Context: an optimization exercise on an open-source flow, tuned for small area, a short achievable clock period and few clock cycles per item. The choices shown serve that exercise and are no tape-out recipe. No run shown here included a check of the RTL's function; only the layout flow was run.

==> flow/flow/run.sh <==
#!/bin/bash
# The standard ORFS layout (the standard.sh) with two changes in how the
# layout is made: ports are buffered with sky130_fd_sc_hd__buf_1, and timing repair aims
# 6 ns below the clock period. The 10.5 ns clock, I/O delays and loads in
# constraint.sdc are unchanged.
set -euo pipefail
sed -e 's/SETUP_SLACK_MARGIN=[0-9.]*/SETUP_SLACK_MARGIN=6/' \
    -e 's/"\${@:-finish}"/BUFFER_PORTS_ARGS="-buffer_cell sky130_fd_sc_hd__buf_1" "\${@:-finish}"/' \
    standard.sh > standard_mod.sh
bash standard_mod.sh > flow_make.log 2>&1
==> flow/standard.sh <==
#!/bin/bash
# synth_recipe.tcl (not shown) runs the flow's synth.tcl, then flattens the netlist and writes it again
# the make line also repeats each setting of config.mk as NAME=value (left out here)
make -C /OpenROAD-flow-scripts/flow DESIGN_CONFIG=/design/flow/config.mk WORK_HOME=/design/flow/orfs CLKGATE_MAP_FILE= SYNTH_SCRIPT=/design/flow/synth_recipe.tcl "${@:-finish}"
==> flow/config.mk <==
export PLATFORM = sky130hd
export DESIGN_NAME = muldiv_seq
export DESIGN_NICKNAME = muldiv_seq
export VERILOG_FILES = /design/flow/design.v
export SDC_FILE = /design/flow/constraint.sdc
export NUM_CORES = 4
export LEC_CHECK = 0
export CAP_MARGIN = 20
export CORE_MARGIN = 2
export CORE_UTILIZATION = 35
export CTS_BUF_LIST = sky130_fd_sc_hd__clkbuf_8
export SETUP_SLACK_MARGIN = 5
export SLEW_MARGIN = 20
==> flow/constraint.sdc <==
create_clock -name core_clock -period 10.5 [get_ports {clk}]
set_input_delay 2.1000 -clock core_clock [delete_from_list [all_inputs] [get_ports {clk}]]
set_output_delay 2.1000 -clock core_clock [all_outputs]
set_load 0.01 [all_outputs]
==> flow/design.v <==
package muldiv_pkg;
    localparam logic [2:0] F3_MUL    = 3'b000;
    localparam logic [2:0] F3_MULH   = 3'b001;
    localparam logic [2:0] F3_MULHSU = 3'b010;
    localparam logic [2:0] F3_MULHU  = 3'b011;
    localparam logic [2:0] F3_DIV    = 3'b100;
    localparam logic [2:0] F3_DIVU   = 3'b101;
    localparam logic [2:0] F3_REM    = 3'b110;
    localparam logic [2:0] F3_REMU   = 3'b111;
endpackage
module md_adder
#(
    parameter int unsigned N = 37
) (
    input  logic [N-1:0] x,
    input  logic [N-1:0] y,
    input  logic         ci,
    output logic [N-1:0] s
);
    localparam int unsigned L = (N > 32) ? 6 : (N > 16) ? 5 : (N > 8) ? 4 :
                                (N > 4) ? 3 : (N > 2) ? 2 : 1;
    logic [N-1:0] g0, p0, c;
    logic [N-1:0] G [0:2*L-1];
    logic [N-1:0] P [0:2*L-1];
    always_comb begin
        g0    = x & y;
        p0    = x ^ y;
        g0[0] = (x[0] & y[0]) | (ci & p0[0]);
        G[0]  = g0;
        P[0]  = p0;
        for (int l = 0; l < L; l++) begin
            G[l+1] = G[l];
            P[l+1] = P[l];
            for (int i = 0; i < N; i++) begin
                if (((i + 1) % (2 ** (l + 1))) == 0 && i >= 2 ** l) begin
                    G[l+1][i] = G[l][i] | (P[l][i] & G[l][i-2**l]);
                    P[l+1][i] = P[l][i] & P[l][i-2**l];
                end
            end
        end
        for (int l = L - 1; l >= 1; l--) begin
            G[2*L-l] = G[2*L-l-1];
            P[2*L-l] = P[2*L-l-1];
            for (int i = 0; i < N; i++) begin
                if (((i + 1) % (2 ** l)) == (2 ** (l - 1)) && i >= 2 ** l) begin
                    G[2*L-l][i] = G[2*L-l-1][i] | (P[2*L-l-1][i] & G[2*L-l-1][i-2**(l-1)]);
                    P[2*L-l][i] = P[2*L-l-1][i] & P[2*L-l-1][i-2**(l-1)];
                end
            end
        end
        c = G[2*L-1];
        s = p0 ^ {c[N-2:0], ci};
    end
endmodule
module muldiv_seq
#(
    parameter int unsigned XLEN       = 32,
    parameter int unsigned MUL_STAGES = 2
) (
    input  logic            clk,
    input  logic            rst_n,
    input  logic            req_valid,
    output logic            req_ready,
    input  logic [XLEN-1:0] a,
    input  logic [XLEN-1:0] b,
    input  logic [2:0]      funct3,
    input  logic            flush,
    output logic            resp_valid,
    input  logic            resp_ready,
    output logic [XLEN-1:0] res,
    output logic            busy
);
    logic        busy_q, rv_q;
    logic        p_mul_q, p_m9_q, p_nega_q, p_cmp0_q, p_cmp_q, p_div_q, p_fix_q, p_done_q;
    logic        p_mul_d, p_m9_d, p_nega_d, p_cmp0_d, p_cmp_d, p_div_d, p_fix_d, p_done_d;
    logic        one0_q, two0_q, inv0_q, one1_q, two1_q, inv1_q, xinv_q;
    logic        one0_d, two0_d, inv0_d, one1_d, two1_d, inv1_d, xinv_d;
    logic        xhi_q, xhi4_q, xdiv_q, xlo_q;
    logic        xhi_d, xhi4_d, xdiv_d, xlo_d;
    logic [4:0]  cnt_q, cnt_d;
    logic        selhi_q, selhi_d;    
    logic        isrem_q, isrem_d;    
    logic        negq_q, negq_d;      
    logic        negr_q, negr_d;      
    logic        x9_q, x9_d;          
    logic [32:0] A_q, A_d;            
    logic [32:0] HI_q, HI_d;          
    logic [31:0] LO_q, LO_d;
    assign req_ready  = !busy_q && !flush;
    assign busy       = busy_q;
    assign resp_valid = rv_q;
    assign res        = selhi_q ? HI_q[31:0] : LO_q;
    logic [36:0] X, A37, A37x2, PP0, PP1, PP1s, S, C, Cs, sum;
    logic        sgn;
    logic        s0, s1, s2, s3;
    always_comb begin
        X = ({37{xhi_q}}  & {{4{HI_q[32]}}, HI_q})
          | ({37{xhi4_q}} & {8'd0, HI_q[32:4]})
          | ({37{xdiv_q}} & {{3{HI_q[32]}}, HI_q, LO_q[31]})
          | ({37{xlo_q}}  & {5'd0, LO_q});
        X = X ^ {37{xinv_q}};
        A37   = {{4{A_q[32]}}, A_q};
        A37x2 = {A37[35:0], 1'b0};
        PP0 = (({37{one0_q}} & A37) | ({37{two0_q}} & A37x2)) ^ {37{inv0_q}};
        PP1 = (({37{one1_q}} & A37) | ({37{two1_q}} & A37x2)) ^ {37{inv1_q}};
        s0 = inv0_q;
        s1 = inv1_q;
        s2 = inv1_q | xinv_q;
        s3 = inv1_q;
        PP1s = {PP1[34:0], s1, s0};
        S  = X ^ PP0 ^ PP1s;
        C  = (X & PP0) | (X & PP1s) | (PP0 & PP1s);
        Cs = {C[35:0], s2};
        sum = add_s;
        sgn = sum[36];
    end
    logic [36:0] add_s;
    md_adder #(.N(37)) u_add (.x(S), .y(Cs), .ci(s3), .s(add_s));
    logic is_div, sdiv, a_neg, b_neg, bnz;
    always_comb begin
        is_div = funct3[2];
        sdiv   = funct3[2] & ~funct3[0];
        a_neg  = a[31];
        b_neg  = b[31];
        bnz    = |b;
    end
    function automatic logic [2:0] booth(input logic [2:0] bb);
        booth[2] = bb[1] ^ bb[0];
        booth[1] = (bb[2] & ~bb[1] & ~bb[0]) | (~bb[2] & bb[1] & bb[0]);
        booth[0] = bb[2] & ~(bb[1] & bb[0]);
    endfunction
    logic last;
    assign last = (cnt_q == 5'd0);
    logic       big, c0n, cmp_any, cmp_lim, f_cmp0, f_rneg, f_rcor, f_quo, dlast, mstep;
    logic [2:0] bo0, bo1, bi0, bi1;
    always_comb begin
        big     = ~A_q[32] & A_q[31];
        c0n     = p_cmp0_q & ~big;
        cmp_any = c0n | p_cmp_q;
        cmp_lim = p_cmp_q & (cnt_q == 5'd27);        
        mstep   = p_mul_q & ~last;
        dlast   = (p_div_q & last) | (p_cmp0_q & big);
        f_cmp0  = c0n & isrem_q & negr_q;             
        f_rneg  = dlast & isrem_q & negr_q;           
        f_rcor  = dlast & isrem_q & ~negr_q;          
        f_quo   = dlast & ~isrem_q & negq_q;          
        bo0     = booth(LO_q[5:3]);
        bo1     = booth(LO_q[7:5]);
        bi0     = booth({a[1:0], 1'b0});
        bi1     = booth(a[3:1]);
        if (!busy_q) begin
            selhi_d  = funct3[1] | (~funct3[2] & funct3[0]);
            isrem_d  = funct3[2] & funct3[1];
            negq_d   = sdiv & (a_neg ^ b_neg) & bnz;
            negr_d   = sdiv & a_neg;
            x9_d     = (funct3 == muldiv_pkg::F3_MULHU) && a_neg;
            cnt_d    = is_div ? 5'd31 : 5'd7;
            p_mul_d  = ~is_div;
            p_m9_d   = 1'b0;
            p_nega_d = is_div & sdiv & a_neg;
            p_cmp0_d = is_div & ~(sdiv & a_neg);
            p_cmp_d  = 1'b0;
            p_div_d  = 1'b0;
            p_fix_d  = 1'b0;
            p_done_d = 1'b0;
            xhi_d    = 1'b1;
            xhi4_d   = 1'b0;
            xdiv_d   = 1'b0;
            xlo_d    = 1'b0;
            xinv_d   = is_div & sdiv & a_neg;
            one0_d   = is_div ? ~(sdiv & a_neg) : bi0[2];
            two0_d   = ~is_div & bi0[1];
            inv0_d   = is_div ? ~(sdiv & (a_neg | b_neg)) : bi0[0];
            one1_d   = ~is_div & bi1[2];
            two1_d   = ~is_div & bi1[1];
            inv1_d   = ~is_div & bi1[0];
        end else begin
            selhi_d  = selhi_q | f_quo;
            isrem_d  = isrem_q;
            negq_d   = negq_q;
            negr_d   = negr_q;
            x9_d     = x9_q;
            cnt_d    = p_cmp_q ? cnt_q + 5'd4 :
                       (p_mul_q | p_div_q) ? cnt_q - 5'd1 : cnt_q;
            p_mul_d  = mstep;
            p_m9_d   = p_mul_q & last & x9_q;
            p_nega_d = 1'b0;
            p_cmp0_d = p_nega_q;
            p_cmp_d  = cmp_any & ~cmp_lim & ~sgn;
            p_div_d  = (p_div_q & ~last) | (p_cmp_q & (cmp_lim | sgn));
            p_fix_d  = f_rneg | f_quo | (sgn ? (f_cmp0 | f_rcor) : 1'b0);
            p_done_d = p_done_q | p_fix_q | p_m9_q | (p_mul_q & last & ~x9_q)
                     | (dlast & ~isrem_q & ~negq_q)
                     | (sgn ? (c0n & ~f_cmp0) : (f_rcor));
            xhi_d    = p_mul_q | p_nega_q | f_rneg | (sgn ? (f_cmp0 | f_rcor) : 1'b0);
            xhi4_d   = cmp_any & ~cmp_lim & ~sgn;
            xdiv_d   = (p_div_q & ~last) | (p_cmp_q & (cmp_lim | sgn));
            xlo_d    = f_quo;
            xinv_d   = f_quo | f_rneg | (sgn & f_cmp0);
            one0_d   = (mstep & bo0[2]) | (p_mul_q & last & x9_q) | p_nega_q | (p_div_q & ~last)
                     | (sgn ? (p_cmp_q | f_rneg | f_rcor) : cmp_any);
            two0_d   = mstep & bo0[1];
            inv0_d   = (mstep & bo0[0]) | ((p_nega_q | p_cmp_q) & ~A_q[32])
                     | (sgn ? ((p_div_q & ~last & A_q[32]) | (f_rcor & A_q[32]) | (f_rneg & ~A_q[32]))
                            : ((c0n & ~A_q[32]) | (p_div_q & ~last & ~A_q[32])));
            one1_d   = mstep & bo1[2];
            two1_d   = mstep & bo1[1];
            inv1_d   = mstep & bo1[0];
        end
    end
    logic        hs_load, hs_mul, hs_sum, hs_cmp, hs_hold, ls_div, ls_hold;
    logic [32:0] hi_load;
    logic [31:0] lo_load;
    always_comb begin
        hs_load = !busy_q;
        hs_mul  = busy_q & p_mul_q;
        hs_sum  = busy_q & (p_m9_q | p_nega_q | p_div_q | p_fix_q | (p_cmp0_q & big));
        hs_cmp  = busy_q & p_cmp_q;
        hs_hold = busy_q & ~(p_mul_q | p_m9_q | p_nega_q | p_div_q | p_fix_q | p_cmp_q
                             | (p_cmp0_q & big));
        ls_div  = busy_q & (p_div_q | (p_cmp0_q & big));
        ls_hold = busy_q & ~(p_mul_q | p_cmp_q | p_div_q | (p_cmp0_q & big));
        hi_load = is_div ? {sdiv & a_neg, a} : 33'd0;
        lo_load = is_div ? 32'd0 : a;
        A_d  = busy_q ? A_q : {((funct3 == muldiv_pkg::F3_MULH) || sdiv) && b_neg, b};
        HI_d = ({33{hs_mul}}  & sum[36:4])
             | ({33{hs_sum}}  & sum[32:0])
             | ({33{hs_cmp}}  & {4'd0, HI_q[32:4]})
             | ({33{hs_hold}} & HI_q)
             | ({33{hs_load}} & hi_load);
        LO_d = ({32{hs_mul}}  & {sum[3:0], LO_q[31:4]})
             | ({32{hs_cmp}}  & {HI_q[3:0], LO_q[31:4]})
             | ({32{ls_div}}  & {LO_q[30:0], ~sgn})
             | ({32{ls_hold}} & LO_q)
             | ({32{hs_load}} & lo_load);
    end
    always_ff @(posedge clk or negedge rst_n) begin
        if (!rst_n) begin
            busy_q <= 1'b0;
            rv_q   <= 1'b0;
        end else begin
            if (flush) begin
                busy_q <= 1'b0;
                rv_q   <= 1'b0;
            end else if (!busy_q) begin
                busy_q <= req_valid;
                rv_q   <= 1'b0;
            end else if (rv_q) begin
                if (resp_ready) begin
                    busy_q <= 1'b0;
                    rv_q   <= 1'b0;
                end
            end else begin
                rv_q <= p_done_d;
            end
        end
    end
    always_ff @(posedge clk) begin
        {p_mul_q, p_m9_q, p_nega_q, p_cmp0_q, p_cmp_q, p_div_q, p_fix_q, p_done_q} <=
            {p_mul_d, p_m9_d, p_nega_d, p_cmp0_d, p_cmp_d, p_div_d, p_fix_d, p_done_d};
        {one0_q, two0_q, inv0_q, one1_q, two1_q, inv1_q, xinv_q} <=
            {one0_d, two0_d, inv0_d, one1_d, two1_d, inv1_d, xinv_d};
        {xhi_q, xhi4_q, xdiv_q, xlo_q} <= {xhi_d, xhi4_d, xdiv_d, xlo_d};
        cnt_q   <= cnt_d;
        selhi_q <= selhi_d;
        isrem_q <= isrem_d;
        negq_q  <= negq_d;
        negr_q  <= negr_d;
        x9_q    <= x9_d;
        A_q     <= A_d;
        HI_q    <= HI_d;
        LO_q    <= LO_d;
    end
endmodule
==> results.toml, run 1 <==
[logic_synthesis]
synth_area_leader_cell = "dfxtp_1"
yosys-top-cells-count = "nand2_1, a22oi_1, dfxtp_1"
synth_edf_count = 42
yosys-top-cells-area = "dfxtp_1, edfxtp_1, fa_1"
synth_warnings = 4
async_reset_ff_share_pct = 1.57
yosysTopAreaCellShare_pct = 16.0
ys_ff_latch = 127
yosysMostFrequentCell = "nand2_1"
post_synth.cell_area_avg_um2 = 9.19
yosysSeqAreaShare_pct = 28.6
syn_nets = 1303
synth_cells = 1132
netlist_area_um2 = 10400
synth_cell_type_count = 60
synthFlopType = "dfxtp_1"

[sta]
max_freq_mhz = 223
fin_crit_ns = 4.48
skew_ns = 0.0230
setup_tns_ns = 0
hold_viol = 0
setup_viol = 0
report.final.slew_viol_count = 0
max_slew_margin_pct = 33.8
rsz0062_at_grt = "yes"
tightest_slew_ns = 0.993
fin_crit_sh_pct = 42.7

[global_routing]
grt_pass1_vias = 8892
grt.overflow.total = 0
track_usage_pct = 22.1
antenna_found_initial = 0
grt_max_degree = 50
grt_first_pass_wirelength_mm = 53.2

[cts]
cts.reportedPaths.clkPinSlew_ns = 0.09
clockBufferDepth = 2
postCtsHoldBufs = 0
cts_buffers = 17
clk_latency_ns = 0.48
root_buffer = "clkbuf_8"
clock-sinks = 127
htreeDepth = 4
cts_tree = "done"

[floorplanning]
die_x_um = 176
fp.dieH_um = 176
dieArea_um2 = 31100
io_pins = 107
core_area_um2 = 29500
start_util_pct = 35.3
rows = 63

[setup_path]
worstSetupPathType = "input port to output port"
crit_fanout = 2
cp_top_family = "buffers and inverters"
r2r_cells = 17
start_kind = "input port"
critPathSlowestCell = "buf_6"
cpPeakStageDelay_ns = 0.11
cp.required_ns = 8.40
r2r-start = "xinv_q$_DFF_P_"
r2r-end = "HI_q[30]$_DFF_P_"
critPathArrivalTime_ns = 2.38
crit_chain = "buf_6, nor2_4, buf_6"
crit_buf_inv = 2
crit_top_cell = "buf_6"
r2r_slack_ns = 6.13
worstSetupEndpointType = "output port"

[route]
first_pass_iters = 7
drtIter0Drc = 1361
wl_per_cell_um = 21.9
routed_wl_mm = 35.3
ant_nets = 0
viasPerCell = 5.91
dr_total_vias = 9522
drc_errors = 0

[place]
post-place-cells = 1559
port_buffers = 106
hpwlAfterDp_mm = 25.6
place.gp.congestion = 0.895

[cells_and_area]
fin_cells = 1611
drive_gt1_share_pct = 17.1
fillCellCount = 2941
antennaDiodeCount = 0
fin_nets = 1379
area_growth_pct = 18.6

[hold_path]
hold_start = "LO_q[1]$_DFF_P_"
whs_path_depth = 2
holdPathEnd = "LO_q[1]$_DFF_P_"
hold_class = "register to register"

[status]
status = "complete, no violations"

[flow_run]
maxCapViolations = 0
[routing by layer]
metal / vias to the layer above / wire length [um] / share of wire (%) / global-route usage (%)
li1: 4351 / - / - / -
met2: 550 / 14900 / 42 / 31.6
met4: 0 / 591 / 1.7 / 4.82
met5: - / 0 / 0 / 0
met1: 4587 / 16600 / 47 / 34.0
met3: 34 / 3180 / 9.0 / 4.24
[worst reg2reg max path: cells and delay by family, from the launching register on]
family          cells  cell delay (ns)
compound gates      7             1.28
fa+ha+maj           3             1.32
xor+xnor            1             0.31
flops               1             0.32
buf+inv             2             0.60
simple gates        4             0.48
[state kept, by name (all words and copies together) (netlist names), 5 cells and up]
name and flops:
cnt_q 5, LO_q 32, HI_q 33, A_q 33
[metrics by stage]
| step | hold slack, ns | cell area (um2) | worst slack (ns) | utilization, % |
|---|---|---|---|---|
| after floorplan | 0.445 | 10400 | 6.01 | - |
| after global placement | 0.492 | 11100 | 5.16 | 37.7 |
| after detailed placement | 0.489 | 11100 | 5.08 | 37.7 |
| after CTS | 0.503 | 11900 | 5.96 | 40.3 |
| after global routing | 0.534 | 12300 | 5.91 | 41.9 |
| final | 0.513 | 12300 | 6.02 | 41.9 |
[cell usage in the layout, fill, tap and decap left out, drive strengths merged, types with 39 or more instances in the layout]
cell type | Yosys | final
buf | 16 | 141
dfxtp | 83 | 83
o21ai | 62 | 62
a21oi | 49 | 49
nand2 | 105 | 105
ha | 45 | 45
inv | 75 | 82
edfxtp | 42 | 42
a221oi | 39 | 39
xor2 | 48 | 48
nor2 | 44 | 44
xnor2 | 76 | 76
fa | 54 | 54
a22oi | 91 | 91
[timing repair]
| action | in CTS | in global routing |
|---|---|---|
| setup buffers | 6 | 11 |
| endpoints found under the setup margin | 42 | 23 |
| gates resized for setup | 55 | 68 |
| gates cloned | 1 | 1 |
| pin swaps | 17 | 32 |
[cell families after synthesis]
| group | count (synthesis) | synth area share (%) |
|---|---|---|
| AOI/OAI and AO/OA | 370 | 26.3 |
| adders and majority gates | 99 | 15.8 |
| muxes | 33 | 3.56 |
| xor gates and xnor gates | 124 | 10.4 |
| and+or+nand+nor | 218 | 9.48 |
| buffers and inverters | 161 | 5.86 |
| DFF | 127 | 28.6 |
[cell type report]
cell class                      instances  area, um2  share of cell area (%)
Multi-Input combinational cell        844       7370                    59.7
Inverter                               75        285                    2.31
Clock buffer                           17        234                    1.90
Tap cell                              390        488                    3.95
Clock inverter                         15        220                    1.78
Sequential cell                       127       2990                    24.3
Timing Repair inverter                  1       7.51                  0.0608
Timing Repair Buffer                  142        739                    5.99
[worst max-delay path by stage]
stage	from	to	cells past startpoint
after floorplan	xdiv_q$_SDFF_PN0_	HI_q[19]$_DFF_P_	20
after global placement	inv1_q$_DFF_P_	HI_q[30]$_DFF_P_	17
final	flush	req_ready	3
after CTS	xdiv_q$_SDFF_PN0_	HI_q[19]$_DFF_P_	19
after detailed placement	inv1_q$_DFF_P_	HI_q[30]$_DFF_P_	17
after global routing	xdiv_q$_SDFF_PN0_	HI_q[30]$_DFF_P_	19
==> run 2, diff against run 1 <==
==> flow/flow/run.sh (replaced) <==
#!/bin/bash
# The standard ORFS layout (the standard.sh) with two changes in how the
# layout is made: ports are buffered with sky130_fd_sc_hd__buf_1, and timing repair aims
# 5.8 ns below the clock period. The 10.5 ns clock, I/O delays and loads in
# constraint.sdc are unchanged.
set -euo pipefail
sed -e 's/SETUP_SLACK_MARGIN=[0-9.]*/SETUP_SLACK_MARGIN=5.8/' \
    -e 's/"\${@:-finish}"/BUFFER_PORTS_ARGS="-buffer_cell sky130_fd_sc_hd__buf_1" "\${@:-finish}"/' \
    standard.sh > standard_mod.sh
bash standard_mod.sh > flow_make.log 2>&1
==> results.toml, run 2 <==
[status]
status = "complete, no violations"

[setup_path]
crit_buf_inv = 1
critPathSlowestCell = "fa_1"
r2r-end = "HI_q[19]$_DFF_P_"
cp.required_ns = 10.83
cp_top_family = "compound AO/OA/AOI/OAI gates"
critPathArrivalTime_ns = 4.89
r2r_slack_ns = 5.94
cpPeakStageDelay_ns = 0.51
worstSetupPathType = "register to register"
r2r_cells = 19
crit_chain = "buf_6, a22o_1, a221oi_2, xnor2_1, fa_1, ha_4, a21oi_1, o21ai_0, a221oi_2, nand2_2, a21o_1, a21o_1, a21boi_2, o21ai_1, fa_1, xnor2_1, o21ai_0, a21oi_1, o21ai_0"
cp-startpoint = "xlo_q$_SDFF_PN0_"
r2r-start = "xlo_q$_SDFF_PN0_"
setup.worst_path.end = "HI_q[19]$_DFF_P_"
cp.depth = 19
crit_fanout = 32
start_kind = "register"
crit_top_cell = "o21ai_0"
worstSetupEndpointType = "register"

[sta]
max_slew_margin_pct = 33.6
setup_tns_ns = 0
hold_viol = 0
fin_ws_ns = 5.94
skew_ns = 0.0266
setup_viol = 0
max_freq_mhz = 219
fin_crit_sh_pct = 43.5
holdWs_ns = 0.512
rsz0062_at_grt = "yes"
fin_crit_ns = 4.56
report.final.slew_viol_count = 0
tightest_slew_ns = 0.996

[logic_synthesis]
syn_nets = 1303
yosys-top-cells-area = "dfxtp_1, edfxtp_1, fa_1"
synth_edf_count = 42
yosysTopAreaCellShare_pct = 16.0
netlist_area_um2 = 10400
synth_top_family_by_area = "compound AO/OA/AOI/OAI gates"
synth_xor_area_share_pct = 10.4
synth_area_leader_cell = "dfxtp_1"
synth-simple-area-share_pct = 9.48
async_reset_ff_share_pct = 1.57
yosysMostFrequentCell = "nand2_1"
ys_ff_latch = 127
synth_cells = 1132
synth_compound_area_share_pct = 26.3
synthFlopType = "dfxtp_1"
yosysSeqAreaShare_pct = 28.6
synth_warnings = 4
synthAdderAreaFrac_pct = 15.8
yosys-top-cells-count = "nand2_1, a22oi_1, dfxtp_1"
synth.area.mux_share_pct = 3.56
synth_cell_type_count = 60
post_synth.cell_area_avg_um2 = 9.19

[route]
route.met2.wl_mm = 14.8
ant_nets = 0
wl_met3_mm = 2.90
drc_errors = 0
highest_layer = "met4"
m1WireLength_mm = 17.0
dr_total_vias = 9490
drtIter0Drc = 1598
first_pass_iters = 6
viasPerCell = 5.92
routed_wl_mm = 35.3
wl_per_cell_um = 22.0

[cells_and_area]
design_area_um2 = 12100
fin_nets = 1372
area_growth_pct = 16.3
largestRegisters = "A_q: 33 flops, HI_q: 33 flops, LO_q: 32 flops"
fillCellCount = 2925
antennaDiodeCount = 0
drive_gt1_share_pct = 14.4
final_common_cell = "buf_1"
final_cell_mix = "buf_1, nand2_1, a22oi_1, dfxtp_1, inv_1"

[place]
hpwlAfterDp_mm = 25.8
port_buffers = 106
place.gp.congestion = 0.890
pre_cts_ws_ns = 5.21
placedInstanceArea_um2 = 11100

[floorplanning]
dieArea_um2 = 31100
fp.dieH_um = 176
die_x_um = 176
start_util_pct = 35.3
rows = 63
core_area_um2 = 29500
io_pins = 107

[cts]
htreeDepth = 4
cts.reportedPaths.clkPinSlew_ns = 0.10
clock-sinks = 127
root_buffer = "clkbuf_8"
clockBufferDepth = 2
cts_buffers = 17
postCtsHoldBufs = 0
cts_tree = "done"
clk_latency_ns = 0.48

[global_routing]
track_usage_pct = 22.4
grt_max_degree = 50
grt.overflow.total = 0
grt_pass1_vias = 8915
grt_first_pass_wirelength_mm = 54.0
antenna_found_initial = 0

[hold_path]
hold_class = "register to register"
whs_path_depth = 2

[flow_run]
maxCapViolations = 0
run 2: cell counts after synthesis:
Identical to the previous run, type by type.
run 2: cell families (layout without fill, tap and decap cells):
family | count (synthesis) | in the layout
AO/OA/AOI/OAI | 370 | 370
XOR/XNOR | 124 | 124
adder cells (fa/ha/maj) | 99 | 99
buffers and inverters | 161 | 243
flip-flops | 127 | 127
multiplexers | 33 | 33
AND/OR/NAND/NOR | 218 | 218
run 2: how the worst min path moves through the flow:
| stage | start | endpoint | slack, ns |
|---|---|---|---|
| global placement | LO_q[1]$_DFF_P_ | LO_q[1]$_DFF_P_ | 0.49 |
| finish | LO_q[2]$_DFF_P_ | LO_q[3]$_DFF_P_ | 0.51 |
| detailed placement | LO_q[1]$_DFF_P_ | LO_q[1]$_DFF_P_ | 0.49 |
| global route | LO_q[1]$_DFF_P_ | LO_q[1]$_DFF_P_ | 0.54 |
| floorplan | LO_q[1]$_DFF_P_ | LO_q[1]$_DFF_P_ | 0.45 |
| CTS | LO_q[1]$_DFF_P_ | LO_q[1]$_DFF_P_ | 0.50 |
run 2: repair_timing:
action / in CTS / in global routing
setup endpoints to repair: 29 / 26
pin swaps: 5 / 14
resized for setup: 23 / 60
setup buffers: 2 / 9
run 2: area by class of cell:
type | instances | area (um2) | share of cell area, %
multi-input cells | 844 | 7240 | 59.8
well taps | 390 | 488 | 4.03
clock inverters | 15 | 219 | 1.81
repair buffers | 136 | 642 | 5.31
flip-flops and latches | 127 | 2990 | 24.7
clock buffers | 17 | 234 | 1.93
inverters | 75 | 282 | 2.33
run 2: routing by layer:
metal / vias up / track usage (%)
met3: 41 / 3.04
met1: 4599 / 34.9
li1: 4326 / -
met5: - / 0
met4: 0 / 5.96
met2: 524 / 32.0
run 2: per-stage QoR:
stage / utilization [%] / std cells
floorplan: - / 1132
global placement: 37.7 / 1561
detailed placement: 37.7 / 1561
CTS: 39.6 / 1595
global route: 41.0 / 1604
finish: 41.0 / 1604
run 2: worst reg2reg max path, cell delays in order (launching register included):
cell and delay [ns]:
dfxtp_1 0.32, buf_6 0.18, a22o_1 0.28, a221oi_2 0.22
xnor2_1 0.21, fa_1 0.51, ha_4 0.26, a21oi_1 0.20
o21ai_0 0.16, a221oi_2 0.33, nand2_2 0.14, a21o_1 0.20
a21o_1 0.21, a21boi_2 0.15, o21ai_1 0.10, fa_1 0.44
xnor2_1 0.22, o21ai_0 0.10, a21oi_1 0.11, o21ai_0 0.08

## re-timing with driven ports
How much do the figures lean on ideal ports? The routed layouts below were timed once more, with nothing changed but the port constraints. Step 1: set_driving_cell puts a clkbuf_16 on clk and a buf_2 on each other input, an assumption about the parent block. Step 2, shift: input delay + t, output delay - t, t = (earliest + latest rising clock arrival at the registers) / 2. This alone moves slack from input paths to output paths. a / b / c = ideal / step 1 / step 2; a / b = the first two.
run	t (ns)	setup WS [ns]	hold slack, ns
run 1	0.508	6.018 / 5.986 / 5.986	0.513 / 0.513 / 0.513
run 2	0.510	5.938 / 5.938 / 5.938	0.512 / 0.512 / 0.512
After both steps every run listed still meets setup and hold. For run 1, which loses most, drivers alone change the setup slack by -0.032 ns; drivers and shift together by -0.032 ns.
